Source: an optimization exercise on an open RTL-to-GDS flow (aim: small area). Production flows keep margins and buffers that such runs may drop. In this exercise RTL edits were held to simulation tests only and were not proved equivalent to the original. The clock port is modelled as an ideal driver; clocking choices that lean on that would not hold on a real chip. Power figures rest on the tool's default switching activity, not on a simulated workload.

===== flow/run.sh =====
#!/bin/bash
# Standard synthesis and layout (the standard.sh) with these changes to the ORFS steps:
#  - the floorplan step only removes synthesis buffers instead of upsizing gates against
#    the unplaced netlist's timing (REMOVE_ABC_BUFFERS=1);
#  - ports buffered with buf_2 instead of the resizer's default pick (a slow delay buffer);
#  - clock tree synthesis without dummy loads and with larger sink clusters;
#  - the placement, resizing, CTS and global-route repairs may not use the largest buffers
#    or delay cells (flow/small_buffers.tcl, sourced before each of those steps).
# Each ORFS step keeps its own log under orfs/logs/; make's output goes to standard_flow.log.
set -euo pipefail
HOOK="$PWD/flow/small_buffers.tcl"
CTS="-sink_clustering_enable -repair_clock_nets -dont_use_dummy_load -buf_list {sky130_fd_sc_hd__clkbuf_16} -sink_clustering_size 27 -sink_clustering_max_diameter 110"
bash standard.sh "CTS_ARGS=$CTS" "BUFFER_PORTS_ARGS=-buffer_cell sky130_fd_sc_hd__buf_2" REMOVE_ABC_BUFFERS=1 \
  PRE_GLOBAL_PLACE_TCL=$HOOK PRE_RESIZE_TCL=$HOOK PRE_CTS_TCL=$HOOK PRE_GLOBAL_ROUTE_TCL=$HOOK \
  PRE_REPAIR_TIMING_POST_PLACE_TCL=$HOOK PRE_DETAIL_ROUTE_TCL=$HOOK PRE_FLOORPLAN_TCL=$HOOK \
  finish > standard_flow.log 2>&1

===== flow/small_buffers.tcl =====
# Keep the resizer's buffering and upsizing to the smaller buffer and gate sizes.
set_dont_use {sky130_fd_sc_hd__buf_12 sky130_fd_sc_hd__buf_16 sky130_fd_sc_hd__bufbuf_16 sky130_fd_sc_hd__bufbuf_8 sky130_fd_sc_hd__bufinv_16 sky130_fd_sc_hd__bufinv_8 sky130_fd_sc_hd__inv_12 sky130_fd_sc_hd__inv_16 sky130_fd_sc_hd__clkinv_16 sky130_fd_sc_hd__clkdlybuf4s50_1 sky130_fd_sc_hd__clkdlybuf4s25_1 sky130_fd_sc_hd__clkdlybuf4s18_1 sky130_fd_sc_hd__clkdlybuf4s15_1 sky130_fd_sc_hd__clkdlybuf4s50_2 sky130_fd_sc_hd__clkdlybuf4s25_2 sky130_fd_sc_hd__clkdlybuf4s18_2 sky130_fd_sc_hd__clkdlybuf4s15_2}

===== standard.sh =====
#!/bin/bash
# synth_recipe.tcl (not shown) runs the flow's synth.tcl, then flattens the netlist and writes it again
# the make line also repeats each setting of config.mk as NAME=value (left out here)
make -C /OpenROAD-flow-scripts/flow DESIGN_CONFIG=/design/flow/config.mk WORK_HOME=/design/flow/orfs CLKGATE_MAP_FILE= SYNTH_SCRIPT=/design/flow/synth_recipe.tcl "${@:-finish}"

===== constraint.sdc =====
create_clock -name core_clock -period 4.0 [get_ports {Clock}]
set_input_delay 0.8000 -clock core_clock [delete_from_list [all_inputs] [get_ports {Clock}]]
set_output_delay 0.8000 -clock core_clock [all_outputs]
set_load 0.01 [all_outputs]

===== config.mk =====
export PLATFORM = sky130hd
export DESIGN_NAME = mem_responder
export DESIGN_NICKNAME = mem_responder
export VERILOG_FILES = /design/flow/design.v
export SDC_FILE = /design/flow/constraint.sdc
export NUM_CORES = 4
export LEC_CHECK = 0
export CAP_MARGIN = 20
export CORE_MARGIN = 2
export CORE_UTILIZATION = 58
export SLEW_MARGIN = 20

===== design.v =====
module mem_responder #(
    parameter int unsigned DEPTH_WORDS = 64,
    parameter logic [31:0] IO_BASE     = 32'hFFFF_FF00
) (
    input  logic        Clock,
    input  logic        Reset,
    input  logic [31:0] Address,
    input  logic        Wr,
    input  logic [31:0] DataIn,
    output logic [31:0] DataOut,
    output logic [31:0] PortOut,
    output logic        Irq,
    output logic        ErrFlag
);
    localparam int unsigned IDX_W = (DEPTH_WORDS > 1) ? $clog2(DEPTH_WORDS) : 1;
    logic [31:0]      ram [DEPTH_WORDS];
    logic [31:0]      portReg;
    logic [31:0]      countReg;
    logic [31:0]      cmpReg;
    logic             matchReg;
    logic             irqEnReg;
    logic             errReg;
    logic             aligned, inRam, inIo, accessErr;
    logic             ramOk, ioOk, ramRdOk, ioRdOk;
    logic [IDX_W-1:0] wordIdx;
    logic [DEPTH_WORDS-1:0] wordHit;
    logic [3:0]       ioHit;
    logic [31:0]      ramRd, ioRd;
    logic [31:0]      countInc;
    always_comb begin
        aligned   = (Address[1:0] == 2'b00);
        inRam     = (Address[31:IDX_W+2] == '0);
        inIo      = (Address[31:4] == IO_BASE[31:4]);
        accessErr = !aligned || !(inRam || inIo);
        ramOk     = aligned && inRam;
        ioOk      = aligned && inIo;
        ramRdOk   = ramOk && !Reset;
        ioRdOk    = ioOk && !Reset;
        wordIdx   = Address[IDX_W+1:2];
        for (int i = 0; i < 4; i++) ioHit[i] = (Address[3:2] == 2'(i));
        for (int w = 0; w < DEPTH_WORDS; w++) wordHit[w] = (wordIdx == IDX_W'(w));
    end
    logic [31:0] grpRd [DEPTH_WORDS/4];
    logic [DEPTH_WORDS/4-1:0] grpHit;
    always_comb begin
        for (int g = 0; g < DEPTH_WORDS/4; g++) begin
            grpRd[g]  = ram[4*g + int'(wordIdx[1:0])];
            grpHit[g] = (wordIdx[IDX_W-1:2] == (IDX_W-2)'(g));
        end
        ramRd = '0;
        for (int g = 0; g < DEPTH_WORDS/4; g++)
            ramRd = ramRd | ({32{grpHit[g]}} & grpRd[g]);
    end
    always_comb begin
        ioRd = ({32{ioHit[0] & ioRdOk}} & portReg)
             | ({32{ioHit[1] & ioRdOk}} & countReg)
             | ({32{ioHit[2] & ioRdOk}} & cmpReg)
             | ({32{ioHit[3] & ioRdOk}} & {30'b0, irqEnReg, matchReg});
    end
    assign countInc = countReg + 32'd1;
    always_ff @(posedge Clock) begin
        for (int w = 0; w < DEPTH_WORDS; w++)
            if (Wr && ramOk && wordHit[w]) ram[w] <= DataIn;
    end
    logic [31:0] loadVal;
    assign loadVal = DataIn & {32{!Reset}};
    always_ff @(posedge Clock) begin
        if (Reset || (Wr && ioOk && ioHit[0])) portReg <= loadVal;
        if (Reset || (Wr && ioOk && ioHit[2])) cmpReg  <= loadVal;
    end
    always_ff @(posedge Clock) begin
        DataOut <= ({32{ramRdOk}} & ramRd) | ioRd;
        if (Reset) begin
            countReg <= '0;
            matchReg <= 1'b0;
            irqEnReg <= 1'b0;
            errReg   <= 1'b0;
        end else begin
            if (Wr && ioOk && ioHit[1]) countReg <= DataIn;
            else                        countReg <= countInc;
            if (countReg == cmpReg)                           matchReg <= 1'b1;
            else if (Wr && ioOk && ioHit[3] && DataIn[0])     matchReg <= 1'b0;
            if (Wr && ioOk && ioHit[3]) irqEnReg <= DataIn[1];
            if (accessErr) errReg <= 1'b1;
        end
    end
    assign PortOut = portReg;
    assign Irq     = matchReg & irqEnReg;
    assign ErrFlag = errReg;
endmodule

==> impl_table.tex, run 1 <==
\begin{tabular}{lr}
\hline
Metric & Value \\
\hline
\multicolumn{2}{l}{\textbf{Global routing}} \\
\quad GR met3 Demand/Resource & 6.29\% \\
\quad Total global routing track utilization & 35.2\% \\
\quad Most used routing layer & met2 \\
\quad Via count of the first global-routing pass & 42004 \\
\quad Met2 Track Usage GR & 55.4\% \\
\quad Number of antenna violations at the first check in global routing & 18 \\
\quad Global-route wire length before repair & 346000 um \\
\quad Grt met1 use & 49.8\% \\
\quad Pin count of the biggest net entering global routing & 67 \\
\quad Aggregate global routing overflow & 0 \\
\multicolumn{2}{l}{\textbf{Route}} \\
\quad Via-per-instance ratio & 7.16 \\
\quad Routed via count & 43195 \\
\quad Number of routed nets with antenna violations & 0 \\
\quad Initial DRT Pass Iterations & 6 \\
\quad Residual DRC & 0 \\
\quad Total length of routed wires & 255000 um \\
\quad First DRT Iteration DRCs & 6870 \\
\quad WL/cell & 42.3 um \\
\multicolumn{2}{l}{\textbf{Floorplanning}} \\
\quad DIE WIDTH & 382 um \\
\quad Full die area & 146000 um2 \\
\quad Core footprint & 142000 um2 \\
\quad Vert. Die Dim & 382 um \\
\quad Ports & 133 \\
\quad Row count & 138 \\
\quad Initial Util & 58.5\% \\
\multicolumn{2}{l}{\textbf{CTS}} \\
\quad Post-CTS Setup Inserts & 0 \\
\quad Hold\_buf cts & 0 \\
\quad Sink count of the clock tree & 2179 \\
\quad Number of gates given a new drive strength after cts & 0 \\
\quad Total clock buffers created by CTS & 90 \\
\quad Clock-pin transition on the worst setup and hold timing paths & 0.10 ns \\
\quad CTS tree & yes \\
\quad Worst skew pair latency & 0.75 ns \\
\multicolumn{2}{l}{\textbf{Job}} \\
\quad Max-capacitance violation count & 0 \\
\multicolumn{2}{l}{\textbf{Power and ir drop}} \\
\quad Portion of total power attributed to the clock network & 27.9\% \\
\quad Switching power & 7.96 mW \\
\quad PwrDens & 417 nW/um2 \\
\quad P\_int & 29.8 mW \\
\quad Max VDD drop & 0.390 mV \\
\quad Switching fraction of total power & 21.1\% \\
\quad Part of the power in registers & 66.5\% \\
\quad Comb power frac & 5.6\% \\
\quad Leakage & 27.6 nW \\
\multicolumn{2}{l}{\textbf{Placed design}} \\
\quad Total placed cells including tap cells & 5944 \\
\quad Count of port buffers added during placement & 132 \\
\quad Placement-stage cell area & 88200 um2 \\
\quad Placer Congestion & 0.990 \\
\quad Detail Placement HPWL & 167000 um \\
\multicolumn{2}{l}{\textbf{Timing}} \\
\quad Slew margin rel. & 15.5\% \\
\quad Slew @ Worst Pin & 1.26 ns \\
\quad Peak Freq & 321 MHz \\
\quad Final-report hold violation count & 0 \\
\quad Setup repair after global routing missed its margin & false \\
\quad Count of final setup violators & 0 \\
\quad Period minus WS final & 3.11 ns \\
\quad Final worst hold slack & 0.490 ns \\
\quad Max-slew violations & 0 \\
\quad Tcrit/Tclk final & 77.8\% \\
\quad Worst-case clock skew & 0.0398 ns \\
\multicolumn{2}{l}{\textbf{Synth}} \\
\quad Summed instance area of the synthesized netlist & 82800 um2 \\
\quad Post-synth EDFFs & 2112 \\
\quad Prevailing post-synth register cell & sky130\_fd\_sc\_hd\_\_edfxtp\_1 \\
\quad Proportion of register bits with asynchronous set or reset after synthesis & 0\% \\
\quad Sequential fraction of the synthesis area & 78.2\% \\
\quad Cell count after synthesis & 3785 \\
\quad Synth Warn \# & 3 \\
\quad Number of synthesized register bits & 2179 \\
\quad Count of distinct cell types in the synthesized netlist & 43 \\
\quad Per-instance average area after synthesis & 21.9 um2 \\
\multicolumn{2}{l}{\textbf{Critical path}} \\
\quad Critical path class & in -> reg \\
\quad R2R Setup Slk & 1.49 ns \\
\quad Arr. time, crit path & 3.68 ns \\
\quad Worst reg2reg endpoint & countReg[28]\$\_SDFF\_PP0\_ \\
\quad Maximum net fanout on the critical path & 15 \\
\quad Startpoint of the worst-slack reg-to-reg timing path & countReg[0]\$\_SDFF\_PP0\_ \\
\quad Data required time of the worst path & 4.57 ns \\
\quad Setup crit end kind & flop \\
\quad Cell count of the worst reg-to-reg path & 6 \\
\quad CP Launch Type & input port \\
\multicolumn{2}{l}{\textbf{Worst hold path}} \\
\quad Hold Startpoint & errReg\$\_SDFFE\_PP0P\_ \\
\quad Hold Path End & errReg\$\_SDFFE\_PP0P\_ \\
\quad Worst min-delay path class & reg -> reg \\
\quad Hold path depth & 2 \\
\multicolumn{2}{l}{\textbf{Layout}} \\
\quad Layout filler cell count & 9545 \\
\quad Most common cell after layout, fill and taps aside & sky130\_fd\_sc\_hd\_\_edfxtp\_1 \\
\quad Share of cells above drive strength 1 & 27.0\% \\
\quad Total non-filler cell area in the finished layout & 90500 um2 \\
\quad Number of nets at the end of the flow & 4214 \\
\quad Area delta synth->final & 9.30\% \\
\quad Commonest non-fill, non-tap cells in the layout & sky130\_fd\_sc\_hd\_\_edfxtp\_1 (2112), sky130\_fd\_sc\_hd\_\_mux4\_2 (514), sky130\_fd\_sc\_hd\_\_a22oi\_1 (256) \\
\quad Final instance count without filler cells & 6036 \\
\multicolumn{2}{l}{\textbf{Run status}} \\
\quad Outcome & no timing/DRC/antenna violations \\
\hline
\end{tabular}
==> state kept, by name, summed over array words and instances (netlist names) <==
| signal | flops |
|---|---|
| ram | 2048 |
| countReg | 32 |
| portReg | 32 |
| DataOut | 32 |
| cmpReg | 32 |
| matchReg | 1 |
| irqEnReg | 1 |
| errReg | 1 |
==> worst max-delay path, cell delays in order <==
cell and delay [ns]:
sky130_fd_sc_hd__buf_2 0.30, sky130_fd_sc_hd__buf_1 0.43, sky130_fd_sc_hd__nor4bb_4 0.50, sky130_fd_sc_hd__buf_2 0.56
sky130_fd_sc_hd__a22oi_1 0.18, sky130_fd_sc_hd__buf_1 0.24, sky130_fd_sc_hd__nand4_1 0.22, sky130_fd_sc_hd__nor2_1 0.07
sky130_fd_sc_hd__o22ai_1 0.36
==> area by class of cell <==
class                      instances  area (um2)  share of cell area (%)
tap                             1890        2360                    2.61
sequential                      2179       64800                    71.5
timing repair buffer             499        3400                    3.76
antenna                            2        5.00                 0.00553
multi-input combinational       1366       17700                    19.5
clock buffer                      90        2250                    2.49
inverter                          10        37.5                  0.0415
==> power groups by stage <==
stage	logic (mW)	registers, mW	clock network (mW)
5_1_grt	2.20	25.1	11.3
6_report	2.12	25.1	10.5
2_1_floorplan	0.754	25.6	0
3_5_place_dp	2.11	25.6	0
3_3_place_gp	2.07	25.6	0
4_1_cts	2.11	25.1	10.6
==> cells in the mapped netlist (22+ instances only) <==
cell type | count | area (um2)
sky130_fd_sc_hd__edfxtp_1 | 2112 | 63400
sky130_fd_sc_hd__mux4_2 | 514 | 11600
sky130_fd_sc_hd__a22oi_1 | 256 | 1920
sky130_fd_sc_hd__nor2_1 | 165 | 619
sky130_fd_sc_hd__clkbuf_1 | 139 | 522
sky130_fd_sc_hd__nand4_1 | 89 | 557
sky130_fd_sc_hd__buf_2 | 68 | 340
sky130_fd_sc_hd__dfxtp_1 | 67 | 1340
sky130_fd_sc_hd__xnor2_1 | 56 | 490
sky130_fd_sc_hd__nor2b_1 | 35 | 219
sky130_fd_sc_hd__a21oi_1 | 32 | 160
sky130_fd_sc_hd__mux2i_1 | 32 | 320
sky130_fd_sc_hd__o22ai_1 | 32 | 200
sky130_fd_sc_hd__a211oi_1 | 30 | 225
sky130_fd_sc_hd__nand2_1 | 28 | 105
sky130_fd_sc_hd__buf_1 | 22 | 82.6
==> routing by layer <==
layer / part of all wire (%) / vias up / wire length [um]
met5: 0.0027 / - / 7
met4: 4.6 / 2 / 11700
met3: 10 / 395 / 25900
met2: 48 / 2777 / 122000
met1: 37 / 23397 / 95800
li1: - / 16624 / -
==> stage by stage <==
step | util [%] | power (mW) | worst slack, ns | TNS (ns)
global placement | 62.3 | 27.7 | 0.152 | 0
detailed placement | 62.3 | 27.8 | 0.280 | 0
CTS | 63.9 | 37.9 | 1.02 | 0
floorplan | - | 26.4 | -0.784 | -116.95
global route | 63.9 | 38.6 | 0.869 | 0
finish | 63.9 | 37.8 | 0.889 | 0
==> worst max path at each step <==
stage	to	cells after the start	slack [ns]	from
after global routing	DataOut[2]$_DFF_P_	9	0.87	Address[7]
after CTS	DataOut[2]$_DFF_P_	9	1.02	Address[7]
final	DataOut[2]$_DFF_P_	9	0.89	Address[7]
after floorplan	ram[46][0]$_DFFE_PP_	5	-0.78	Address[1]
after global placement	DataOut[2]$_DFF_P_	6	0.15	Address[4]
after detailed placement	DataOut[2]$_DFF_P_	9	0.28	Address[7]
==> cell families after synthesis <==
| kind of cell | count (synthesis) | synth area share [%] |
|---|---|---|
| AO/OA/AOI/OAI | 356 | 3.07 |
| XOR/XNOR | 61 | 0.645 |
| adder cells (fa/ha/maj) | 1 | 0.0151 |
| buffers and inverters | 240 | 1.20 |
| flip-flops | 2179 | 78.2 |
| multiplexers | 546 | 14.4 |
| AND/OR/NAND/NOR | 402 | 2.50 |
==> inputs of run 2 (changes only) <==
--- a/config.mk
+++ b/config.mk
@@ -9,3 +9,3 @@
 export CORE_MARGIN = 2
-export CORE_UTILIZATION = 58
+export CORE_UTILIZATION = 66
 export SLEW_MARGIN = 20
==> impl_table.tex, run 2 <==
\begin{tabular}{lr}
\hline
Metric & Value \\
\hline
\multicolumn{2}{l}{\textbf{Run status}} \\
\quad Outcome & no timing/DRC/antenna violations \\
\multicolumn{2}{l}{\textbf{Critical path}} \\
\quad Maximum net fanout on the critical path & 17 \\
\quad Arr. time, crit path & 3.90 ns \\
\quad Data required time of the worst path & 4.54 ns \\
\quad Biggest cell delay along the critical path & 0.94 ns \\
\quad Critical path class & in -> reg \\
\quad Setup crit end kind & flop \\
\quad Delay-heaviest family, CP & buffers and inverters \\
\quad Slowest stage cell, crit path & sky130\_fd\_sc\_hd\_\_and4b\_2 \\
\quad R2R Setup Slk & 1.36 ns \\
\quad CP Launch Type & input port \\
\quad Cell chain of the critical path & buf\_2 > buf\_1 > and4b\_2 > a22oi\_1 > buf\_2 > nand4\_1 > buf\_1 > nor2\_1 > o22ai\_1 \\
\quad Number of buffer and inverter stages on the critical path & 4 \\
\multicolumn{2}{l}{\textbf{Layout}} \\
\quad Largest register FFs & 2048 \\
\quad Register with the highest flop count & ram \\
\quad Number of nets at the end of the flow & 4186 \\
\quad Most common cell after layout, fill and taps aside & sky130\_fd\_sc\_hd\_\_edfxtp\_1 \\
\quad Layout filler cell count & 7212 \\
\quad Area delta synth->final & 8.52\% \\
\quad Final instance count without filler cells & 5756 \\
\quad Combined area of the multi-input logic cells & 17700 um2 \\
\quad Sequential cell area & 64800 um2 \\
\quad Share of cells above drive strength 1 & 26.9\% \\
\quad Commonest non-fill, non-tap cells in the layout & sky130\_fd\_sc\_hd\_\_edfxtp\_1 (2112), sky130\_fd\_sc\_hd\_\_mux4\_2 (514), sky130\_fd\_sc\_hd\_\_a22oi\_1 (256) \\
\multicolumn{2}{l}{\textbf{Route}} \\
\quad WL/cell & 42.0 um \\
\quad Via-per-instance ratio & 7.58 \\
\quad Routed via count & 43624 \\
\quad Number of routed nets with antenna violations & 0 \\
\quad Total length of routed wires & 242000 um \\
\quad Initial DRT Pass Iterations & 6 \\
\quad First DRT Iteration DRCs & 8193 \\
\quad Residual DRC & 0 \\
\multicolumn{2}{l}{\textbf{Placed design}} \\
\quad Total placed cells including tap cells & 5663 \\
\quad Count of port buffers added during placement & 132 \\
\quad Post-Place Setup Slack & 0.179 ns \\
\quad Placer Congestion & 0.954 \\
\quad Detail Placement HPWL & 157000 um \\
\multicolumn{2}{l}{\textbf{Synth}} \\
\quad Cell count after synthesis & 3785 \\
\quad Sequential fraction of the synthesis area & 78.2\% \\
\quad Prevailing post-synth register cell & sky130\_fd\_sc\_hd\_\_edfxtp\_1 \\
\quad Largest area contributor in the synthesized netlist & sky130\_fd\_sc\_hd\_\_edfxtp\_1 \\
\quad Proportion of register bits with asynchronous set or reset after synthesis & 0\% \\
\quad Per-instance average area after synthesis & 21.9 um2 \\
\quad Leading post-synthesis cells by instance count & sky130\_fd\_sc\_hd\_\_edfxtp\_1 (2112), sky130\_fd\_sc\_hd\_\_mux4\_2 (514), sky130\_fd\_sc\_hd\_\_a22oi\_1 (256), sky130\_fd\_sc\_hd\_\_nor2\_1 (165), sky130\_fd\_sc\_hd\_\_clkbuf\_1 (139) \\
\quad Summed instance area of the synthesized netlist & 82800 um2 \\
\quad Main area contributors after synthesis & sky130\_fd\_sc\_hd\_\_edfxtp\_1 (77\%), sky130\_fd\_sc\_hd\_\_mux4\_2 (14\%), sky130\_fd\_sc\_hd\_\_a22oi\_1 (2.3\%) \\
\quad Synth Warn \# & 3 \\
\quad Area share of the leading cell type in the synthesized netlist & 76.6\% \\
\quad Number of synthesized register bits & 2179 \\
\quad Post-synth EDFFs & 2112 \\
\quad Count of distinct cell types in the synthesized netlist & 43 \\
\quad Most instantiated library cell after synthesis & sky130\_fd\_sc\_hd\_\_edfxtp\_1 \\
\multicolumn{2}{l}{\textbf{Global routing}} \\
\quad Via count of the first global-routing pass & 41872 \\
\quad Total global routing track utilization & 38.4\% \\
\quad Aggregate global routing overflow & 0 \\
\quad Pin count of the biggest net entering global routing & 67 \\
\quad Number of antenna violations at the first check in global routing & 20 \\
\quad Global-route wire length before repair & 333000 um \\
\multicolumn{2}{l}{\textbf{CTS}} \\
\quad Worst skew pair latency & 0.72 ns \\
\quad Number of gates given a new drive strength after cts & 0 \\
\quad Post-CTS Setup Inserts & 0 \\
\quad Sink count of the clock tree & 2179 \\
\quad CTS tree & yes \\
\quad Hold\_buf cts & 0 \\
\quad Total clock buffers created by CTS & 90 \\
\quad Clock-pin transition on the worst setup and hold timing paths & 0.10 ns \\
\multicolumn{2}{l}{\textbf{Job}} \\
\quad Max-capacitance violation count & 0 \\
\multicolumn{2}{l}{\textbf{Timing}} \\
\quad Worst-case clock skew & 0.0387 ns \\
\quad Max-slew violations & 0 \\
\quad Setup repair after global routing missed its margin & false \\
\quad Worst Setup Slack, final & 0.648 ns \\
\quad Count of final setup violators & 0 \\
\quad Peak Freq & 298 MHz \\
\quad Slew margin rel. & 17.9\% \\
\quad Final sum of negative setup slack & 0 ns \\
\quad Slew @ Worst Pin & 1.23 ns \\
\quad Tcrit/Tclk final & 83.8\% \\
\quad Final-report hold violation count & 0 \\
\quad Final worst hold slack & 0.526 ns \\
\quad Period minus WS final & 3.35 ns \\
\multicolumn{2}{l}{\textbf{Power and ir drop}} \\
\quad PwrDens & 420 nW/um2 \\
\quad Leakage & 27.5 nW \\
\quad Max VDD drop & 0.416 mV \\
\quad PnR Total Power & 37.7 mW \\
\multicolumn{2}{l}{\textbf{Floorplanning}} \\
\quad Core footprint & 124000 um2 \\
\quad Ports & 133 \\
\quad Initial Util & 66.7\% \\
\quad Row count & 129 \\
\quad Vert. Die Dim & 358 um \\
\quad Full die area & 128000 um2 \\
\quad DIE WIDTH & 358 um \\
\multicolumn{2}{l}{\textbf{Worst hold path}} \\
\quad Worst min-delay path class & reg -> reg \\
\hline
\end{tabular}
[run 2: changes by cell type in the layout (fill, tap and decap cells not counted)]
cell / change
sky130_fd_sc_hd__nor4_1: +1
sky130_fd_sc_hd__or2_4: -1
sky130_fd_sc_hd__or2_2: +1
sky130_fd_sc_hd__diode_2: +1
sky130_fd_sc_hd__buf_4: +10
sky130_fd_sc_hd__or3_2: +1
sky130_fd_sc_hd__buf_8: -2
sky130_fd_sc_hd__or3_4: -1
sky130_fd_sc_hd__clkbuf_4: -4
sky130_fd_sc_hd__nor4_2: -1
sky130_fd_sc_hd__buf_2: +17
sky130_fd_sc_hd__buf_6: -31
sky130_fd_sc_hd__buf_1: -18
[run 2: per-stage QoR]
step                      util (%)  cell area, um2
after detailed placement      70.6           87600
after CTS                     72.4           89900
final                         72.4           89900
after global placement        70.6           87600
after global routing          72.4           89900
after floorplan                  -           81900
[run 2: kinds of logic after synthesis]
group	Yosys count	synth area share, %
buffers and inverters	240	1.20
muxes	546	14.4
xor gates and xnor gates	61	0.645
and+or+nand+nor	402	2.50
DFF	2179	78.2
adders and majority gates	1	0.0151
AOI/OAI and AO/OA	356	3.07
[run 2: layout make-up]
type                    instances  area share, %
clock buffers                  90           2.51
repair buffers                471           3.44
diodes                          3        0.00835
flip-flops and latches       2179           72.1
well taps                    1637           2.28
multi-input cells            1366           19.7
inverters                      10         0.0418
[run 2: worst paths after layout]
check,from,cells after the start,to
min reg2reg,matchReg$_SDFFE_PP0P_,2,matchReg$_SDFFE_PP0P_
max reg2reg,countReg[8]$_SDFF_PP0_,5,countReg[31]$_SDFF_PP0_
max,Address[4],9,DataOut[20]$_DFF_P_
min,matchReg$_SDFFE_PP0P_,2,matchReg$_SDFFE_PP0P_
[run 2: layer usage]
| metal | vias up | track usage [%] | share of wire (%) |
|---|---|---|---|
| li1 | 16565 | - | - |
| met1 | 23092 | 55.7 | 36 |
| met2 | 3455 | 58.4 | 47 |
| met3 | 496 | 8.79 | 13 |
| met4 | 16 | 14.8 | 4.6 |
| met5 | - | 0 | 0.042 |
[run 2: tightest hold or removal path, cell delays in order (launching register included)]
cell and delay [ns]:
sky130_fd_sc_hd__dfxtp_1 0.33, sky130_fd_sc_hd__o21ai_0 0.09, sky130_fd_sc_hd__a21oi_1 0.07
[run 2: power breakdown]
part / switching (mW) / internal, mW / total, mW / leakage (nW)
combinational: 1.39 / 0.728 / 2.12 / 6.82
sequential: 0.0907 / 25.0 / 25.1 / 19.6
clock: 6.42 / 4.05 / 10.5 / 1.11
total: 7.90 / 29.8 / 37.7 / 27.5
==> inputs of run 3 (changes only) <==
--- a/config.mk
+++ b/config.mk
@@ -9,3 +9,3 @@
 export CORE_MARGIN = 2
-export CORE_UTILIZATION = 66
+export CORE_UTILIZATION = 75
 export SLEW_MARGIN = 20
==> impl_table.tex, run 3 <==
\begin{tabular}{lr}
\hline
Metric & Value \\
\hline
\multicolumn{2}{l}{\textbf{Run status}} \\
\quad Outcome & no timing/DRC/antenna violations \\
\multicolumn{2}{l}{\textbf{Synth}} \\
\quad Prevailing post-synth register cell & sky130\_fd\_sc\_hd\_\_edfxtp\_1 \\
\quad Proportion of register bits with asynchronous set or reset after synthesis & 0\% \\
\quad Cell count after synthesis & 3785 \\
\quad Leading post-synthesis cells by instance count & sky130\_fd\_sc\_hd\_\_edfxtp\_1 (2112), sky130\_fd\_sc\_hd\_\_mux4\_2 (514), sky130\_fd\_sc\_hd\_\_a22oi\_1 (256), sky130\_fd\_sc\_hd\_\_nor2\_1 (165), sky130\_fd\_sc\_hd\_\_clkbuf\_1 (139) \\
\quad Area share of the leading cell type in the synthesized netlist & 76.6\% \\
\quad Largest area contributor in the synthesized netlist & sky130\_fd\_sc\_hd\_\_edfxtp\_1 \\
\quad Most instantiated library cell after synthesis & sky130\_fd\_sc\_hd\_\_edfxtp\_1 \\
\quad Main area contributors after synthesis & sky130\_fd\_sc\_hd\_\_edfxtp\_1 (77\%), sky130\_fd\_sc\_hd\_\_mux4\_2 (14\%), sky130\_fd\_sc\_hd\_\_a22oi\_1 (2.3\%) \\
\quad Summed instance area of the synthesized netlist & 82800 um2 \\
\quad Count of distinct cell types in the synthesized netlist & 43 \\
\quad Sequential fraction of the synthesis area & 78.2\% \\
\quad Per-instance average area after synthesis & 21.9 um2 \\
\quad Post-synth EDFFs & 2112 \\
\quad Number of synthesized register bits & 2179 \\
\quad Synth Warn \# & 3 \\
\multicolumn{2}{l}{\textbf{Layout}} \\
\quad Final instance count without filler cells & 5571 \\
\quad Combined area of the multi-input logic cells & 17700 um2 \\
\quad Fin util & 82.0\% \\
\quad Commonest non-fill, non-tap cells in the layout & sky130\_fd\_sc\_hd\_\_edfxtp\_1 (2112), sky130\_fd\_sc\_hd\_\_mux4\_2 (514), sky130\_fd\_sc\_hd\_\_a22oi\_1 (256) \\
\quad Number of nets at the end of the flow & 4153 \\
\quad Most common cell after layout, fill and taps aside & sky130\_fd\_sc\_hd\_\_edfxtp\_1 \\
\quad Area delta synth->final & 8.09\% \\
\quad Layout filler cell count & 4591 \\
\quad Sequential cell area & 64800 um2 \\
\quad Total non-filler cell area in the finished layout & 89500 um2 \\
\quad Register with the highest flop count & ram \\
\quad Largest register FFs & 2048 \\
\quad Share of cells above drive strength 1 & 26.6\% \\
\multicolumn{2}{l}{\textbf{Timing}} \\
\quad Worst Setup Slack, final & 0.831 ns \\
\quad Final-report hold violation count & 0 \\
\quad Count of final setup violators & 0 \\
\quad Tcrit/Tclk final & 79.2\% \\
\quad Slew @ Worst Pin & 1.26 ns \\
\quad Worst-case clock skew & 0.0448 ns \\
\quad Period minus WS final & 3.17 ns \\
\quad Max-slew violations & 0 \\
\quad Peak Freq & 316 MHz \\
\quad Final sum of negative setup slack & 0 ns \\
\quad Setup repair after global routing missed its margin & false \\
\quad Slew margin rel. & 15.9\% \\
\quad Final worst hold slack & 0.457 ns \\
\multicolumn{2}{l}{\textbf{Global routing}} \\
\quad Via count of the first global-routing pass & 45623 \\
\quad Aggregate global routing overflow & 0 \\
\quad Total global routing track utilization & 48.7\% \\
\quad Global-route wire length before repair & 364000 um \\
\quad Number of antenna violations at the first check in global routing & 21 \\
\quad Pin count of the biggest net entering global routing & 68 \\
\multicolumn{2}{l}{\textbf{Placed design}} \\
\quad Placement-stage cell area & 87200 um2 \\
\quad Count of port buffers added during placement & 132 \\
\quad Placer Congestion & 0.940 \\
\quad Detail Placement HPWL & 156000 um \\
\quad Total placed cells including tap cells & 5469 \\
\quad Post-Place Setup Slack & 0.315 ns \\
\multicolumn{2}{l}{\textbf{CTS}} \\
\quad Worst skew pair latency & 0.74 ns \\
\quad Hold\_buf cts & 0 \\
\quad Number of gates given a new drive strength after cts & 0 \\
\quad Post-CTS Setup Inserts & 0 \\
\quad Clock-pin transition on the worst setup and hold timing paths & 0.10 ns \\
\quad Total clock buffers created by CTS & 90 \\
\quad CTS tree & yes \\
\quad Sink count of the clock tree & 2179 \\
\multicolumn{2}{l}{\textbf{Power and ir drop}} \\
\quad Part of the power in registers & 66.4\% \\
\quad Switching fraction of total power & 21.3\% \\
\quad Portion of total power attributed to the clock network & 28.0\% \\
\quad P\_int & 29.8 mW \\
\quad Leakage & 27.4 nW \\
\quad PwrDens & 423 nW/um2 \\
\quad PnR Total Power & 37.9 mW \\
\quad Max VDD drop & 0.515 mV \\
\quad Switching power & 8.06 mW \\
\quad Comb power frac & 5.7\% \\
\multicolumn{2}{l}{\textbf{Route}} \\
\quad WL/cell & 48.1 um \\
\quad Met2 routed wirelength & 118000 um \\
\quad Met3 WL post-DR & 50800 um \\
\quad First DRT Iteration DRCs & 10023 \\
\quad Via-per-instance ratio & 8.51 \\
\quad Met1 Wirelength & 77800 um \\
\quad Topmost layer with routed signal wires & met5 \\
\quad Number of routed nets with antenna violations & 0 \\
\quad Total length of routed wires & 268000 um \\
\quad Routed via count & 47383 \\
\quad Initial DRT Pass Iterations & 9 \\
\quad Residual DRC & 0 \\
\multicolumn{2}{l}{\textbf{Critical path}} \\
\quad Number of buffer and inverter stages on the critical path & 3 \\
\quad Arr. time, crit path & 3.78 ns \\
\quad Maximum net fanout on the critical path & 24 \\
\quad Setup crit end kind & flop \\
\quad CP Launch Type & input port \\
\quad Slowest stage cell, crit path & sky130\_fd\_sc\_hd\_\_and4b\_2 \\
\quad Critical path class & in -> reg \\
\quad Delay-heaviest family, CP & simple AND/OR/NAND/NOR gates \\
\quad Cell chain of the critical path & buf\_2 > buf\_1 > and4b\_2 > buf\_2 > a22oi\_1 > nand4\_1 > nor2\_1 > o22ai\_1 \\
\quad Data required time of the worst path & 4.61 ns \\
\quad Biggest cell delay along the critical path & 1.18 ns \\
\quad CP most frequent cell & sky130\_fd\_sc\_hd\_\_buf\_2 \\
\multicolumn{2}{l}{\textbf{Worst hold path}} \\
\quad Worst min-delay path class & reg -> reg \\
\multicolumn{2}{l}{\textbf{Floorplanning}} \\
\quad Ports & 133 \\
\quad Vert. Die Dim & 336 um \\
\quad Full die area & 113000 um2 \\
\quad DIE WIDTH & 336 um \\
\quad Core footprint & 109000 um2 \\
\quad Row count & 121 \\
\quad Initial Util & 75.9\% \\
\multicolumn{2}{l}{\textbf{Job}} \\
\quad Max-capacitance violation count & 0 \\
\hline
\end{tabular}
-- run 3: cell counts after synthesis --
Identical to the previous run, type by type.
-- run 3: worst register-to-register path, cell delays in order, from the launching register on --
cell and delay, ns:
sky130_fd_sc_hd__edfxtp_1 0.44, sky130_fd_sc_hd__mux4_2 0.49, sky130_fd_sc_hd__a22oi_1 0.51, sky130_fd_sc_hd__nand4_1 0.29, sky130_fd_sc_hd__nor2_1 0.33, sky130_fd_sc_hd__buf_2 0.28, sky130_fd_sc_hd__o22ai_1 0.11
-- run 3: worst paths after layout --
| check | startpoint | endpoint | slack (ns) | depth (start not counted) |
|---|---|---|---|---|
| setup / recovery | Address[4] | DataOut[20]$_DFF_P_ | 0.83 | 8 |
| setup reg to reg | ram[13][7]$_DFFE_PP_ | DataOut[7]$_DFF_P_ | 1.37 | 6 |
| hold reg to reg | errReg$_SDFFE_PP0P_ | errReg$_SDFFE_PP0P_ | 0.46 | 2 |
| hold / removal | errReg$_SDFFE_PP0P_ | errReg$_SDFFE_PP0P_ | 0.46 | 2 |
-- run 3: kinds of logic after synthesis --
kind of cell | synth area share [%]
XOR/XNOR | 0.645
multiplexers | 14.4
AND/OR/NAND/NOR | 2.50
adder cells (fa/ha/maj) | 0.0151
buffers and inverters | 1.20
AO/OA/AOI/OAI | 3.07
flip-flops | 78.2
-- run 3: per-layer routing --
metal | vias to the layer above | global-route usage, %
met2 | 6047 | 69.9
met1 | 23575 | 63.5
li1 | 16480 | -
met3 | 1259 | 20.3
met4 | 22 | 29.1
met5 | - | 0
-- run 3: final cells by class --
cell class                 count  area share (%)
antenna                       12          0.0335
clock buffer                  90            2.52
inverter                      10          0.0419
multi-input combinational   1366            19.8
sequential                  2179            72.3
tap                         1476            2.06
timing repair buffer         438            3.24
-- run 3: power groups by stage --
stage / logic, mW / clock network (mW) / registers (mW)
after floorplan: 0.754 / 0 / 25.6
after global placement: 1.95 / 0 / 25.6
after detailed placement: 2.01 / 0 / 25.6
after CTS: 2.06 / 10.5 / 25.1
after global routing: 2.18 / 11.1 / 25.1
final: 2.14 / 10.6 / 25.1
==> inputs of run 4 (changes only) <==
--- a/design.v
+++ b/design.v
@@ -64,8 +64,2 @@
     end
-    logic [31:0] loadVal;
-    assign loadVal = DataIn & {32{!Reset}};
-    always_ff @(posedge Clock) begin
-        if (Reset || (Wr && ioOk && ioHit[0])) portReg <= loadVal;
-        if (Reset || (Wr && ioOk && ioHit[2])) cmpReg  <= loadVal;
-    end
     always_ff @(posedge Clock) begin
@@ -73,3 +67,5 @@
         if (Reset) begin
+            portReg  <= '0;
             countReg <= '0;
+            cmpReg   <= '0;
             matchReg <= 1'b0;
@@ -78,4 +74,6 @@
         end else begin
+            if (Wr && ioOk && ioHit[0]) portReg <= DataIn;
             if (Wr && ioOk && ioHit[1]) countReg <= DataIn;
             else                        countReg <= countInc;
+            if (Wr && ioOk && ioHit[2]) cmpReg <= DataIn;
             if (countReg == cmpReg)                           matchReg <= 1'b1;
--- a/flow/run.sh
+++ b/flow/run.sh
@@ -6,2 +6,3 @@
 #  - clock tree synthesis without dummy loads and with larger sink clusters;
+#  - after CTS, gates with timing slack are downsized (flow/post_cts.tcl);
 #  - the placement, resizing, CTS and global-route repairs may not use the largest buffers
@@ -11,6 +12,6 @@
 HOOK="$PWD/flow/small_buffers.tcl"
-CTS="-sink_clustering_enable -repair_clock_nets -dont_use_dummy_load -buf_list {sky130_fd_sc_hd__clkbuf_16} -sink_clustering_size 27 -sink_clustering_max_diameter 110"
+CTS="-sink_clustering_enable -repair_clock_nets -dont_use_dummy_load -buf_list {sky130_fd_sc_hd__clkbuf_16} -sink_clustering_size 25 -sink_clustering_max_diameter 110"
 bash standard.sh "CTS_ARGS=$CTS" "BUFFER_PORTS_ARGS=-buffer_cell sky130_fd_sc_hd__buf_2" REMOVE_ABC_BUFFERS=1 \
   PRE_GLOBAL_PLACE_TCL=$HOOK PRE_RESIZE_TCL=$HOOK PRE_CTS_TCL=$HOOK PRE_GLOBAL_ROUTE_TCL=$HOOK \
-  PRE_REPAIR_TIMING_POST_PLACE_TCL=$HOOK PRE_DETAIL_ROUTE_TCL=$HOOK PRE_FLOORPLAN_TCL=$HOOK \
+  PRE_REPAIR_TIMING_POST_PLACE_TCL=$HOOK PRE_DETAIL_ROUTE_TCL=$HOOK PRE_FLOORPLAN_TCL=$HOOK POST_CTS_TCL=$PWD/flow/post_cts.tcl \
   finish > standard_flow.log 2>&1
==> flow/post_cts.tcl (new file) <==
# After CTS and its timing repair: downsize gates that have timing slack (power recovery
# also shrinks area), then repair any slew or capacitance this leaves and legalize again.
set_propagated_clock [all_clocks]
estimate_parasitics -placement
repair_timing -recover_power 100 -match_cell_footprint -verbose
estimate_parasitics -placement
repair_design -slew_margin 20 -cap_margin 20 -match_cell_footprint -verbose
detailed_placement
check_placement -verbose
estimate_parasitics -placement
repair_timing -setup -hold -match_cell_footprint -verbose
detailed_placement
check_placement -verbose
--- a/config.mk
+++ b/config.mk
@@ -9,3 +9,3 @@
 export CORE_MARGIN = 2
-export CORE_UTILIZATION = 75
+export CORE_UTILIZATION = 50
 export SLEW_MARGIN = 20
==> impl_table.tex, run 4 <==
\begin{tabular}{lr}
\hline
Metric & Value \\
\hline
\multicolumn{2}{l}{\textbf{Run status}} \\
\quad Outcome & no timing/DRC/antenna violations \\
\multicolumn{2}{l}{\textbf{Critical path}} \\
\quad Setup crit end kind & flop \\
\quad Critical path class & in -> reg \\
\quad CP Launch Type & input port \\
\quad Arr. time, crit path & 3.74 ns \\
\quad Biggest cell delay along the critical path & 0.87 ns \\
\quad Slowest stage cell, crit path & sky130\_fd\_sc\_hd\_\_buf\_2 \\
\quad Cell chain of the critical path & buf\_1 > nor4\_1 > nand4\_1 > nor3\_1 > buf\_1 > nand3b\_1 > buf\_2 > nor3\_2 > buf\_2 \\
\quad Data required time of the worst path & 4.35 ns \\
\quad Maximum net fanout on the critical path & 22 \\
\multicolumn{2}{l}{\textbf{Synth}} \\
\quad Cell count after synthesis & 3882 \\
\quad Number of synthesized register bits & 2179 \\
\quad Area share of the leading cell type in the synthesized netlist & 74.0\% \\
\quad Count of distinct cell types in the synthesized netlist & 44 \\
\quad Proportion of register bits with asynchronous set or reset after synthesis & 0\% \\
\quad Summed instance area of the synthesized netlist & 83100 um2 \\
\quad Most instantiated library cell after synthesis & sky130\_fd\_sc\_hd\_\_edfxtp\_1 \\
\quad Per-instance average area after synthesis & 21.4 um2 \\
\quad Post-synth EDFFs & 2048 \\
\quad Main area contributors after synthesis & sky130\_fd\_sc\_hd\_\_edfxtp\_1 (74\%), sky130\_fd\_sc\_hd\_\_mux4\_2 (14\%), sky130\_fd\_sc\_hd\_\_dfxtp\_1 (3.2\%) \\
\quad Prevailing post-synth register cell & sky130\_fd\_sc\_hd\_\_edfxtp\_1 \\
\quad Largest area contributor in the synthesized netlist & sky130\_fd\_sc\_hd\_\_edfxtp\_1 \\
\quad Sequential fraction of the synthesis area & 77.2\% \\
\quad Leading post-synthesis cells by instance count & sky130\_fd\_sc\_hd\_\_edfxtp\_1 (2048), sky130\_fd\_sc\_hd\_\_mux4\_2 (512), sky130\_fd\_sc\_hd\_\_a22oi\_1 (256), sky130\_fd\_sc\_hd\_\_nor2\_1 (228), sky130\_fd\_sc\_hd\_\_clkbuf\_1 (151) \\
\quad Synth Warn \# & 3 \\
\multicolumn{2}{l}{\textbf{Route}} \\
\quad Number of routed nets with antenna violations & 0 \\
\quad First DRT Iteration DRCs & 6510 \\
\quad WL/cell & 40.0 um \\
\quad Via-per-instance ratio & 6.79 \\
\quad Initial DRT Pass Iterations & 26 \\
\quad Residual DRC & 0 \\
\quad Total length of routed wires & 257000 um \\
\quad Routed via count & 43640 \\
\multicolumn{2}{l}{\textbf{Power and ir drop}} \\
\quad Switching fraction of total power & 21.0\% \\
\quad P\_int & 29.9 mW \\
\quad Max VDD drop & 0.342 mV \\
\quad Leakage & 28.2 nW \\
\quad Part of the power in registers & 65.6\% \\
\quad Comb power frac & 5.2\% \\
\quad PwrDens & 416 nW/um2 \\
\quad Switching power & 7.97 mW \\
\quad Portion of total power attributed to the clock network & 29.2\% \\
\quad PnR Total Power & 37.9 mW \\
\multicolumn{2}{l}{\textbf{Layout}} \\
\quad Layout filler cell count & 12549 \\
\quad Most common cell after layout, fill and taps aside & sky130\_fd\_sc\_hd\_\_edfxtp\_1 \\
\quad Largest register FFs & 2048 \\
\quad Number of nets at the end of the flow & 4308 \\
\quad Area delta synth->final & 9.68\% \\
\quad Commonest non-fill, non-tap cells in the layout & sky130\_fd\_sc\_hd\_\_edfxtp\_1 (2048), sky130\_fd\_sc\_hd\_\_mux4\_2 (512), sky130\_fd\_sc\_hd\_\_a22oi\_1 (256) \\
\quad Register with the highest flop count & ram \\
\quad Share of cells above drive strength 1 & 24.3\% \\
\quad Final instance count without filler cells & 6428 \\
\multicolumn{2}{l}{\textbf{Worst hold path}} \\
\quad Worst min-delay path class & in -> reg \\
\multicolumn{2}{l}{\textbf{Floorplanning}} \\
\quad Full die area & 169000 um2 \\
\quad DIE WIDTH & 412 um \\
\quad Ports & 133 \\
\quad Initial Util & 50.3\% \\
\quad Vert. Die Dim & 412 um \\
\quad Core footprint & 165000 um2 \\
\quad Row count & 149 \\
\multicolumn{2}{l}{\textbf{Timing}} \\
\quad Tcrit/Tclk final & 84.7\% \\
\quad Slew margin rel. & 19.9\% \\
\quad Final-report hold violation count & 0 \\
\quad Slew @ Worst Pin & 1.20 ns \\
\quad Final worst hold slack & 0.276 ns \\
\quad Worst-case clock skew & 0.0482 ns \\
\quad Max-slew violations & 0 \\
\quad Count of final setup violators & 0 \\
\quad Peak Freq & 295 MHz \\
\quad Setup repair after global routing missed its margin & false \\
\quad Period minus WS final & 3.39 ns \\
\multicolumn{2}{l}{\textbf{CTS}} \\
\quad CTS tree & yes \\
\quad Clock-pin transition on the worst setup and hold timing paths & 0.09 ns \\
\quad Worst skew pair latency & 0.75 ns \\
\quad Sink count of the clock tree & 2179 \\
\multicolumn{2}{l}{\textbf{Placed design}} \\
\quad Placer Congestion & 0.903 \\
\quad Count of port buffers added during placement & 132 \\
\quad Detail Placement HPWL & 161000 um \\
\quad Total placed cells including tap cells & 6300 \\
\multicolumn{2}{l}{\textbf{Job}} \\
\quad Max-capacitance violation count & 0 \\
\multicolumn{2}{l}{\textbf{Global routing}} \\
\quad Total global routing track utilization & 30.5\% \\
\quad Aggregate global routing overflow & 0 \\
\quad Global-route wire length before repair & 351000 um \\
\quad Via count of the first global-routing pass & 41927 \\
\quad Pin count of the biggest net entering global routing & 84 \\
\quad Number of antenna violations at the first check in global routing & 2 \\
\hline
\end{tabular}
## run 4: cell count changes after synthesis, sizes merged, moves of 8 or more
| cell | change |
|---|---|
| xor2 | +8 |
| clkbuf | +12 |
| mux2i | +66 |
| nor2b | -31 |
| dfxtp | +64 |
| edfxtp | -64 |
| nor2 | +63 |
## run 4: path summary, 6_finish.rpt
path | end | cells after the start | slack (ns) | from
max reg2reg | matchReg$_SDFFE_PP0P_ | 5 | 1.39 | countReg[1]$_SDFF_PP0_
min | ram[1][3]$_DFFE_PP_ | 1 | 0.28 | DataIn[3]
max | ram[30][10]$_DFFE_PP_ | 9 | 0.61 | Address[9]
min reg2reg | errReg$_SDFFE_PP0P_ | 2 | 0.48 | errReg$_SDFFE_PP0P_
## run 4: area by class of cell
cell class | instances | area (um2) | share of cell area (%)
clock buffer | 97 | 2430 | 2.66
sequential | 2179 | 64100 | 70.4
multi-input combinational | 1461 | 18200 | 20.0
timing repair buffer | 496 | 3560 | 3.91
antenna | 1 | 2.50 | 0.00275
inverter | 5 | 18.8 | 0.0206
tap | 2189 | 2740 | 3.01
## run 4: stage by stage
stage	area, um2	setup TNS (ns)	setup slack [ns]	util, %
after floorplan	82100	-112.68	-0.687	-
after global placement	88800	0	0.375	53.8
after detailed placement	88800	0	0.337	53.8
after global routing	91100	0	0.549	55.2
final	91100	0	0.612	55.2
## run 4: metal layers
metal  GRT usage, %  wire (um)
met5              0         13
met2           47.3     121000
met3           4.96      23800
met1           44.3     103000
met4           10.6      10400
## run 4: logic make-up after synthesis
group	Yosys count	share of synthesized area, %
AOI/OAI and AO/OA	355	3.30
adders and majority gates	1	0.0151
and+or+nand+nor	433	2.58
DFF	2179	77.2
muxes	610	15.1
buffers and inverters	242	1.18
xor gates and xnor gates	62	0.654
## run 4: power by group through the flow
stage / registers (mW) / logic, mW / clock network, mW
after floorplan: 25.4 / 0.689 / 0
after global placement: 25.4 / 1.91 / 0
after detailed placement: 25.4 / 1.93 / 0
after global routing: 24.9 / 2.07 / 11.9
final: 24.9 / 1.98 / 11.1
## run 4: worst max-delay path, delay by kind of cell
family | cells | cell delay, ns
simple gates | 5 | 1.25
buf+inv | 4 | 1.62
==> inputs of run 5 (changes only) <==
--- a/design.v
+++ b/design.v
@@ -42,12 +42,6 @@
     end
-    logic [31:0] grpRd [DEPTH_WORDS/4];
-    logic [DEPTH_WORDS/4-1:0] grpHit;
     always_comb begin
-        for (int g = 0; g < DEPTH_WORDS/4; g++) begin
-            grpRd[g]  = ram[4*g + int'(wordIdx[1:0])];
-            grpHit[g] = (wordIdx[IDX_W-1:2] == (IDX_W-2)'(g));
-        end
         ramRd = '0;
-        for (int g = 0; g < DEPTH_WORDS/4; g++)
-            ramRd = ramRd | ({32{grpHit[g]}} & grpRd[g]);
+        for (int w = 0; w < DEPTH_WORDS; w++)
+            ramRd = ramRd | ({32{wordHit[w] & ramRdOk}} & ram[w]);
     end
@@ -59,3 +53,10 @@
     end
-    assign countInc = countReg + 32'd1;
+    always_comb begin
+        logic c;
+        c = 1'b1;
+        for (int i = 0; i < 32; i++) begin
+            countInc[i] = countReg[i] ^ c;
+            c = c & countReg[i];
+        end
+    end
     always_ff @(posedge Clock) begin
@@ -65,3 +66,3 @@
     always_ff @(posedge Clock) begin
-        DataOut <= ({32{ramRdOk}} & ramRd) | ioRd;
+        DataOut <= ramRd | ioRd;
         if (Reset) begin
==> run.sh (new file) <==
#!/bin/bash
# synth_recipe.tcl (not shown) runs the flow's synth.tcl, then flattens the netlist and writes it again
# the make line also repeats each setting of config.mk as NAME=value (left out here)
make -C /OpenROAD-flow-scripts/flow DESIGN_CONFIG=/design/flow/config.mk WORK_HOME=/design/flow/orfs CLKGATE_MAP_FILE= SYNTH_SCRIPT=/design/flow/synth_recipe.tcl finish
--- a/config.mk
+++ b/config.mk
@@ -9,3 +9,3 @@
 export CORE_MARGIN = 2
-export CORE_UTILIZATION = 50
+export CORE_UTILIZATION = 40
 export SLEW_MARGIN = 20
removed: flow/run.sh
removed: flow/post_cts.tcl
removed: flow/small_buffers.tcl
removed: standard.sh
==> impl_table.tex, run 5 <==
\begin{tabular}{lr}
\hline
Metric & Value \\
\hline
\multicolumn{2}{l}{\textbf{Placed design}} \\
\quad Placement-stage cell area & 94900 um2 \\
\quad Detail Placement HPWL & 240000 um \\
\quad Total placed cells including tap cells & 7970 \\
\quad Placer Congestion & 0.966 \\
\quad Count of port buffers added during placement & 132 \\
\multicolumn{2}{l}{\textbf{Floorplanning}} \\
\quad Row count & 164 \\
\quad Core footprint & 200000 um2 \\
\quad Full die area & 206000 um2 \\
\quad DIE WIDTH & 453 um \\
\quad Vert. Die Dim & 453 um \\
\quad Initial Util & 40.3\% \\
\quad Ports & 133 \\
\multicolumn{2}{l}{\textbf{Synth}} \\
\quad Prevailing post-synth register cell & sky130\_fd\_sc\_hd\_\_edfxtp\_1 \\
\quad Area share of the leading cell type in the synthesized netlist & 76.1\% \\
\quad Cell count after synthesis & 4599 \\
\quad Leading post-synthesis cells by instance count & sky130\_fd\_sc\_hd\_\_edfxtp\_1 (2048), sky130\_fd\_sc\_hd\_\_a22oi\_1 (594), sky130\_fd\_sc\_hd\_\_nand2\_1 (310), sky130\_fd\_sc\_hd\_\_a22o\_1 (185), sky130\_fd\_sc\_hd\_\_a221oi\_1 (156) \\
\quad Sequential fraction of the synthesis area & 79.4\% \\
\quad Most instantiated library cell after synthesis & sky130\_fd\_sc\_hd\_\_edfxtp\_1 \\
\quad Largest area contributor in the synthesized netlist & sky130\_fd\_sc\_hd\_\_edfxtp\_1 \\
\quad Post-synth EDFFs & 2048 \\
\quad Summed instance area of the synthesized netlist & 80800 um2 \\
\quad Proportion of register bits with asynchronous set or reset after synthesis & 0\% \\
\quad Count of distinct cell types in the synthesized netlist & 69 \\
\quad Number of synthesized register bits & 2179 \\
\quad Main area contributors after synthesis & sky130\_fd\_sc\_hd\_\_edfxtp\_1 (76\%), sky130\_fd\_sc\_hd\_\_a22oi\_1 (5.5\%), sky130\_fd\_sc\_hd\_\_dfxtp\_1 (3.2\%) \\
\quad Per-instance average area after synthesis & 17.6 um2 \\
\quad Synth Warn \# & 2 \\
\multicolumn{2}{l}{\textbf{Timing}} \\
\quad Worst Setup Slack, final & -1.43 ns \\
\quad Period minus WS final & 5.43 ns \\
\quad Count of final setup violators & 10 \\
\quad Slew @ Worst Pin & 1.20 ns \\
\quad Final worst hold slack & 0.219 ns \\
\quad Final sum of negative setup slack & -8.14 ns \\
\quad Slew margin rel. & 18.1\% \\
\quad Final-report hold violation count & 0 \\
\quad Worst-case clock skew & 0.0451 ns \\
\quad Peak Freq & 184 MHz \\
\quad Tcrit/Tclk final & 136\% \\
\quad Max-slew violations & 0 \\
\quad Setup repair after global routing missed its margin & true \\
\multicolumn{2}{l}{\textbf{Critical path}} \\
\quad Biggest cell delay along the critical path & 0.34 ns \\
\quad Maximum net fanout on the critical path & 2 \\
\quad Startpoint of the worst-slack reg-to-reg timing path & countReg[0]\$\_SDFF\_PP0\_ \\
\quad Number of buffer and inverter stages on the critical path & 0 \\
\quad CP Launch Type & flop \\
\quad Setup crit end kind & flop \\
\quad Slowest stage cell, crit path & sky130\_fd\_sc\_hd\_\_dfxtp\_2 \\
\quad Critical path class & reg -> reg \\
\quad Data required time of the worst path & 4.79 ns \\
\quad Arr. time, crit path & 6.22 ns \\
\quad CP most frequent cell & sky130\_fd\_sc\_hd\_\_ha\_4 \\
\quad R2R Setup Slk & -1.43 ns \\
\quad Delay-heaviest family, CP & adder cells \\
\quad Worst reg2reg endpoint & countReg[31]\$\_SDFF\_PP0\_ \\
\quad Cell count of the worst reg-to-reg path & 32 \\
\multicolumn{2}{l}{\textbf{Layout}} \\
\quad Layout filler cell count & 16344 \\
\quad Final instance count without filler cells & 8373 \\
\quad Number of nets at the end of the flow & 5624 \\
\quad Total non-filler cell area in the finished layout & 102000 um2 \\
\quad Share of cells above drive strength 1 & 24.4\% \\
\quad Most common cell after layout, fill and taps aside & sky130\_fd\_sc\_hd\_\_edfxtp\_1 \\
\quad Area delta synth->final & 26.1\% \\
\quad Largest register FFs & 2048 \\
\quad Commonest non-fill, non-tap cells in the layout & sky130\_fd\_sc\_hd\_\_edfxtp\_1 (2048), sky130\_fd\_sc\_hd\_\_a22oi\_1 (594), sky130\_fd\_sc\_hd\_\_buf\_4 (581) \\
\quad Register with the highest flop count & ram \\
\multicolumn{2}{l}{\textbf{Global routing}} \\
\quad Number of antenna violations at the first check in global routing & 14 \\
\quad Aggregate global routing overflow & 0 \\
\quad Global-route wire length before repair & 483000 um \\
\quad Pin count of the biggest net entering global routing & 68 \\
\quad Via count of the first global-routing pass & 52452 \\
\quad Total global routing track utilization & 35.4\% \\
\multicolumn{2}{l}{\textbf{Power and ir drop}} \\
\quad P\_int & 36.3 mW \\
\quad Switching power & 9.75 mW \\
\quad Part of the power in registers & 54.1\% \\
\quad Comb power frac & 1.9\% \\
\quad Leakage & 34.5 nW \\
\quad Max VDD drop & 0.424 mV \\
\quad Switching fraction of total power & 21.2\% \\
\quad PwrDens & 452 nW/um2 \\
\quad Portion of total power attributed to the clock network & 43.9\% \\
\multicolumn{2}{l}{\textbf{Worst hold path}} \\
\quad Hold Startpoint & Reset \\
\quad Worst min-delay path class & in -> reg \\
\quad Hold Path End & portReg[6]\$\_SDFFE\_PP0P\_ \\
\quad Hold path depth & 2 \\
\multicolumn{2}{l}{\textbf{Route}} \\
\quad Number of routed nets with antenna violations & 0 \\
\quad Initial DRT Pass Iterations & 11 \\
\quad Routed via count & 57184 \\
\quad Total length of routed wires & 370000 um \\
\quad Via-per-instance ratio & 6.83 \\
\quad Residual DRC & 0 \\
\quad First DRT Iteration DRCs & 13125 \\
\quad WL/cell & 44.2 um \\
\multicolumn{2}{l}{\textbf{Run status}} \\
\quad Causes of the layout check failure & setup timing \\
\quad Outcome & finished with violations \\
\multicolumn{2}{l}{\textbf{Job}} \\
\quad Max-capacitance violation count & 0 \\
\multicolumn{2}{l}{\textbf{CTS}} \\
\quad Number of buffers on the longest clock path & 3 \\
\quad CTS tree & yes \\
\quad Master cell of the clock root buffer & sky130\_fd\_sc\_hd\_\_clkbuf\_16 \\
\quad Post-CTS Setup Inserts & 0 \\
\quad Clock-pin transition on the worst setup and hold timing paths & 0.07 ns \\
\quad Sink count of the clock tree & 2179 \\
\quad Worst skew pair latency & 0.89 ns \\
\quad Total number of H-tree levels & 4 \\
\quad Total clock buffers created by CTS & 210 \\
\hline
\end{tabular}
[run 5: changes by cell type after synthesis, moves of 39 or more]
cell,delta
sky130_fd_sc_hd__buf_4,+42
sky130_fd_sc_hd__buf_1,-39
sky130_fd_sc_hd__mux4_2,-511
sky130_fd_sc_hd__buf_2,+62
sky130_fd_sc_hd__nor2_1,-81
sky130_fd_sc_hd__nand2_1,+285
sky130_fd_sc_hd__a22oi_1,+338
sky130_fd_sc_hd__a22o_1,+185
sky130_fd_sc_hd__nor4_1,+39
sky130_fd_sc_hd__a221oi_1,+156
sky130_fd_sc_hd__clkbuf_1,-56
[run 5: cells by family after synthesis]
logic type,after synthesis,synth area share (%)
compound gates,1135,11.0
fa+ha+maj,30,0.465
flops,2179,79.4
xor+xnor,33,0.358
simple gates,880,6.08
buf+inv,265,1.76
mux,77,0.971
[run 5: power groups by stage]
stage / Combinational [mW] / Clock [mW] / Sequential [mW]
after global routing: 0.905 / 21.0 / 24.9
after CTS: 0.859 / 20.1 / 24.9
after global placement: 0.835 / 0 / 25.4
after floorplan: 0.160 / 0 / 25.4
after detailed placement: 0.858 / 0 / 25.4
final: 0.895 / 20.2 / 24.9
[run 5: worst register-to-register path: cells and delay by family, from the launching register on]
kind,cells,cell delay [ns]
DFF,1,0.34
xor gates and xnor gates,1,0.12
adders and majority gates,30,4.68
AOI/OAI and AO/OA,1,0.20
[run 5: metrics by stage]
stage	utilization, %	total power, mW	setup slack (ns)
6_report	50.9	46.0	-1.43
4_1_cts	50.8	45.9	-1.43
3_5_place_dp	47.4	26.3	-1.39
5_1_grt	50.9	46.8	-1.53
2_1_floorplan	-	25.6	-1.21
3_3_place_gp	47.4	26.2	-1.40
[run 5: what timing repair did]
item | in CTS | in global routing
gates resized for setup | 6 | 3
setup endpoints to repair | 10 | 11
pin swaps | 1 | 0
hold buffers | 0 | 0
[run 5: worst max path at each step]
stage	slack [ns]	startpoint	cells after the start	to
finish	-1.43	countReg[0]$_SDFF_PP0_	32	countReg[31]$_SDFF_PP0_
global placement	-1.40	countReg[0]$_SDFF_PP0_	32	countReg[31]$_SDFF_PP0_
global route	-1.53	countReg[0]$_SDFF_PP0_	32	countReg[31]$_SDFF_PP0_
detailed placement	-1.39	countReg[0]$_SDFF_PP0_	32	countReg[31]$_SDFF_PP0_
floorplan	-1.21	countReg[0]$_SDFF_PP0_	32	countReg[31]$_SDFF_PP0_
CTS	-1.43	countReg[0]$_SDFF_PP0_	32	countReg[31]$_SDFF_PP0_
[run 5: final cells by class]
type	count	area (um2)	share of cell area, %
flip-flops and latches	2179	64100	62.9
multi-input cells	2155	16600	16.3
well taps	2656	3320	3.26
clock inverters	106	1230	1.21
clock buffers	289	5690	5.59
repair buffers	977	10900	10.7
inverters	4	15.0	0.0147
diodes	7	17.5	0.0172
[run 5: routing by layer]
layer / track usage, % / wire (um) / vias up
met4: 22.5 / 28800 / 12
met3: 10.3 / 56800 / 1189
li1: - / - / 21088
met2: 50.9 / 157000 / 5910
met1: 47.0 / 128000 / 28985
met5: 0 / 111 / -

port drivers added, routing unchanged:
Ports are ideal in the flow. The routed layouts listed here were re-timed in OpenROAD.
Step 1, drivers: a clkbuf_16 drives Clock and a buf_2 each remaining input, both assumed.
Step 2 moves the port delays by t, midway between the first and last clock arrival at a register: inputs arrive t later, outputs are due t later. That takes back most of the time a late clock gives input paths.
Slacks: ideal ports / drivers / drivers and shift; pairs: ideal ports / drivers.
| run | t (ns) | setup slack, ns | worst hold slack (ns) | worst setup path at the end | cell pins on the clock port's net |
|---|---|---|---|---|---|
| run 1 | 0.812 | 0.889 / 0.933 / 0.121 | 0.490 / 0.447 / 0.490 | input to register | 1 |
| run 2 | 0.784 | 0.648 / 0.704 / -0.080 | 0.526 / 0.515 / 0.526 | input to register | 1 |
| run 3 | 0.794 | 0.831 / 0.885 / 0.091 | 0.457 / 0.457 / 0.457 | input to register | 1 |
| run 4 | 0.825 | 0.612 / 0.682 / -0.143 | 0.276 / 0.209 / 0.476 | input to register | 1 |
| run 5 | 0.957 | -1.431 / -1.431 / -1.431 | 0.219 / 0.156 / 0.496 | register to register | 1 |
With both steps, setup timing fails in run 2 and run 4, where it was met with ideal ports. For run 1, which loses most, drivers alone change the setup slack by +0.044 ns; drivers and shift together by -0.768 ns.
